Source: an optimization exercise on an open RTL-to-GDS flow (aim: small area and a short achievable clock period). Production flows keep margins and buffers that such runs may drop. The RTL was checked by simulation tests, not by an equivalence proof against the original design. No activity file was given, so power comes from the tool's default toggle rates. The flow treats the clock pin as an ideal source, which a real chip does not have.

run 1:
==> flow/design.v (excerpt) <==
module xbar_top (
	input  wire logic                                                 clk,
	input  wire logic                                                 rst,
	input  wire logic [xbar_pkg::PORT_COUNT*xbar_pkg::BEAT_WIDTH-1:0] ingress,
	output wire logic [xbar_pkg::PORT_COUNT*xbar_pkg::BEAT_WIDTH-1:0] egress
);
For scale: about 1600 flip-flops.
==> flow/config.mk <==
export PLATFORM = sky130hd
export DESIGN_NAME = xbar_top
export DESIGN_NICKNAME = xbar_top
export VERILOG_FILES = /design/flow/design.v
export SDC_FILE = /design/flow/constraint.sdc
export NUM_CORES = 4
export LEC_CHECK = 0
export CAP_MARGIN = 20
export CORE_MARGIN = 2
export CORE_UTILIZATION = 55
export SETUP_SLACK_MARGIN = 2.3
export SLEW_MARGIN = 20
export TNS_END_PERCENT = 5
==> flow/constraint.sdc <==
create_clock -name core_clock -period 4.2 [get_ports {clk}]
set_input_delay 0.8400 -clock core_clock [delete_from_list [all_inputs] [get_ports {clk}]]
set_output_delay 0.8400 -clock core_clock [all_outputs]
set_load 0.01 [all_outputs]
standard.sh (not shown) runs the stock make flow with config.mk's settings and CLKGATE_MAP_FILE= SYNTH_SCRIPT=/design/flow/synth_recipe.tcl, a recipe that flattens the netlist after the stock synthesis.
==> flow/flow/run.sh <==
#!/bin/bash
# Standard ORFS layout (the standard.sh, standard synthesis unchanged), with
# three changes: ports get the smallest buffer (timing repair upsizes the ones
# that need it), clock tree synthesis adds no dummy loads, and its sink clusters
# are larger, so the tree has fewer leaf buffers.
set -euo pipefail
bash standard.sh \
	BUFFER_PORTS_ARGS="-buffer_cell sky130_fd_sc_hd__buf_1" \
	CTS_ARGS="-sink_clustering_enable -repair_clock_nets -dont_use_dummy_load -sink_clustering_size 30 -sink_clustering_max_diameter 100" \
	finish > standard.log 2>&1
The following lists how run 2 was set up differently from run 1:
diff --git a/flow/config.mk b/flow/config.mk
--- a/flow/config.mk
+++ b/flow/config.mk
@@ -9,3 +9,3 @@
 export CORE_MARGIN = 2
-export CORE_UTILIZATION = 55
+export CORE_UTILIZATION = 40
 export SETUP_SLACK_MARGIN = 2.3
Notes after the runs:
In the tables for run 2 and run 1, horizontal die dimension reads higher with run 2.
Between run 2 and run 1, maximum frequency is higher for run 1, run 2 comes in under that.
When run 2 is measured against run 1, its count of buffers not belonging to the clock network in the layout turns out about 4% lower.
Sort run 2 and run 1 by number of gates resized after CTS desc -> top: run 2
Compared with run 1, run 2 shows a higher arrival time at the worst endpoint.
From run 1 to run 2 the numbers moved as follows: power grew by 0.38%, post-layout minimum cycle time saw an increase, overall track demand over capacity in global routing decreased by 8.2 points relative to the old numbers.
Going from run 1 to run 2, the routed wire length per instance was found to have gone down by 4.6%.
STATUS final worst setup slack: run 2 loses against run 1
What run 3 does differently from run 2 at the input level:
==> flow/flow/run.sh <==
#!/bin/bash
# Standard ORFS layout (the standard.sh, standard synthesis unchanged), with
# two changes: ports get the smallest buffer (timing repair upsizes the ones that
# need it), and clock tree synthesis adds no dummy loads.
set -euo pipefail
bash standard.sh \
	BUFFER_PORTS_ARGS="-buffer_cell sky130_fd_sc_hd__buf_1" \
	CTS_ARGS="-sink_clustering_enable -repair_clock_nets -dont_use_dummy_load" \
	finish > standard.log 2>&1
--- outcome ---
Compared to run 2, run 3 shows a narrower setup margin. Summary of run 3 over run 2: filler-free cell count of the finished design increased 1.4%; global-route usage grew by 0.37 points; net switching power shows an increase of 860 uW. Run comparison: run 2 endpoint of the most critical setup path egress[30]; run 3 endpoint of the most critical setup path u_output_switch.g_egress[2].word_q[4]$_DFF_P_. Between run 2 and run 3, combinational group share of total power decreased.

---

Starting RTL as in the previous note.
export LEC_CHECK = 0
export CAP_MARGIN = 20
export CORE_MARGIN = 2
export CORE_UTILIZATION = 55
export PLACE_DENSITY = 0.75
export SETUP_SLACK_MARGIN = 2.3
export SLEW_MARGIN = 20
export TNS_END_PERCENT = 5
create_clock -name core_clock -period 4.2 [get_ports {clk}]
==> flow/flow/run.sh <==
#!/bin/bash
# Standard ORFS layout (the standard.sh, standard synthesis unchanged), with
# three changes: ports get the smallest buffer (timing repair upsizes the ones
# that need it), clock tree synthesis adds no dummy loads, and its sink clusters
# are larger, so the tree has fewer leaf buffers.
set -euo pipefail
bash standard.sh \
	BUFFER_PORTS_ARGS="-buffer_cell sky130_fd_sc_hd__buf_1" \
	CTS_ARGS="-sink_clustering_enable -repair_clock_nets -dont_use_dummy_load -sink_clustering_size 25 -sink_clustering_max_diameter 70" \
	finish > standard.log 2>&1
The baseline completed with no timing, DRC or antenna violations.
Next try:
==> flow/flow/run.sh (replaced) <==
#!/bin/bash
# Standard ORFS layout (the standard.sh, standard synthesis unchanged), with
# two changes: ports get the smallest buffer (timing repair upsizes the ones that
# need it), and clock tree synthesis adds no dummy loads.
set -euo pipefail
bash standard.sh \
	BUFFER_PORTS_ARGS="-buffer_cell sky130_fd_sc_hd__buf_1" \
	CTS_ARGS="-sink_clustering_enable -repair_clock_nets -dont_use_dummy_load" \
	finish > standard.log 2>&1
- CORE_UTILIZATION: 55 -> 40
- PLACE_DENSITY: 0.75 -> default
- SETUP_SLACK_MARGIN: 2.3 -> 2.0
After rerunning: The new run finished with timing, DRC and antenna clean. Area after synthesis stays the same. Worst hold slack loses 0.041 ns. Wire length rises by a few percent. Total power grows by roughly a tenth. Cell area rose slightly. Critical path depth went up by 4. Die area goes up by well over a third. Maximum frequency fell by roughly a tenth. Via count falls by a few percent.
Next try:
==> flow/flow/run.sh (replaced) <==
#!/bin/bash
# Standard ORFS layout (the standard.sh, standard synthesis unchanged), with
# three changes: ports get the smallest buffer (timing repair upsizes the ones
# that need it), clock tree synthesis adds no dummy loads, and its sink clusters
# are larger, so the tree has fewer leaf buffers.
set -euo pipefail
bash standard.sh \
	BUFFER_PORTS_ARGS="-buffer_cell sky130_fd_sc_hd__buf_1" \
	CTS_ARGS="-sink_clustering_enable -repair_clock_nets -dont_use_dummy_load -sink_clustering_size 25 -sink_clustering_max_diameter 70" \
	finish > standard.log 2>&1
- CORE_UTILIZATION: 40 -> 55
- SETUP_SLACK_MARGIN: 2.0 -> 2.6
The changed run finished clean.
Combinational power rises by 36%.
Cell area rises by 0.37%.
Non-clock buffer count rises by 191.
Sequential share of layout area barely changes.
Clock-buffer cell count falls by 76.
Final cell count falls by about 7%.
First-iteration DRC count rises by 3.5%.
Worst setup slack is better by 0.31 ns.
Global-route usage rises by 9.0 points.
Clock power falls by 32%.
Flip-flop and latch count does not change.
Next try:
==> flow/flow/run.sh (replaced) <==
#!/bin/bash
# Standard ORFS layout (the standard.sh, standard synthesis unchanged), with
# two changes: ports get the smallest buffer (timing repair upsizes the ones that
# need it), and clock tree synthesis adds no dummy loads.
set -euo pipefail
bash standard.sh \
	BUFFER_PORTS_ARGS="-buffer_cell sky130_fd_sc_hd__buf_1" \
	CTS_ARGS="-sink_clustering_enable -repair_clock_nets -dont_use_dummy_load" \
	finish > standard.log 2>&1
- SETUP_SLACK_MARGIN: 2.6 -> 2.3
=>
- die area is unchanged
- cell area is higher by 1.5%
- synthesized area stays the same
- synthesized cell count does not change
- combinational power drops by about 4%
- wire length decreases by 0.46%

==> separate check: timing with driven ports <==
Ports are ideal in the flow. The routed layouts listed here were re-timed in OpenROAD. Step 1 sets driving cells, clkbuf_16 on the clock port and buf_2 on the other inputs (assumed; they add their load-dependent delay and slew). Step 2, shift: input delay + t, output delay - t, t = (earliest + latest rising clock arrival at the registers) / 2. This alone moves slack from input paths to output paths. Slacks: no drivers / after step 1 / after step 2; pairs: no drivers / after step 1.
| run | t, ns | slack for setup (ns) | worst setup path after step 2 | latest minus earliest clock arrival (ns) | worst data-port slew with drivers (ns) |
|---|---|---|---|---|---|
| run 1 | 0.786 | 2.081 / 2.004 / 1.441 | input to register | 0.036 / 0.035 | 0.17 |
| run 2 | 0.786 | 2.061 / 1.982 / 1.573 | input to register | 0.087 / 0.086 | 0.20 |
| run 3 | 0.843 | 2.010 / 1.950 / 1.555 | input to register | 0.101 / 0.100 | 0.18 |
| the first run of note 2 | 0.722 | 2.051 / 1.976 / 1.560 | input to register | 0.114 / 0.114 | 0.17 |
| the second run of note 2 | 0.833 | 1.836 / 1.793 / 1.257 | input to register | 0.066 / 0.066 | 0.23 |
| the third run of note 2 | 0.738 | 2.151 / 2.078 / 1.585 | input to register | 0.053 / 0.053 | 0.18 |
| the fourth run of note 2 | 0.822 | 2.072 / 1.992 / 1.590 | input to register | 0.041 / 0.041 | 0.17 |
After both steps every run listed still meets setup and hold. For run 1, which loses most, drivers alone change the setup slack by -0.077 ns; drivers and shift together by -0.640 ns.
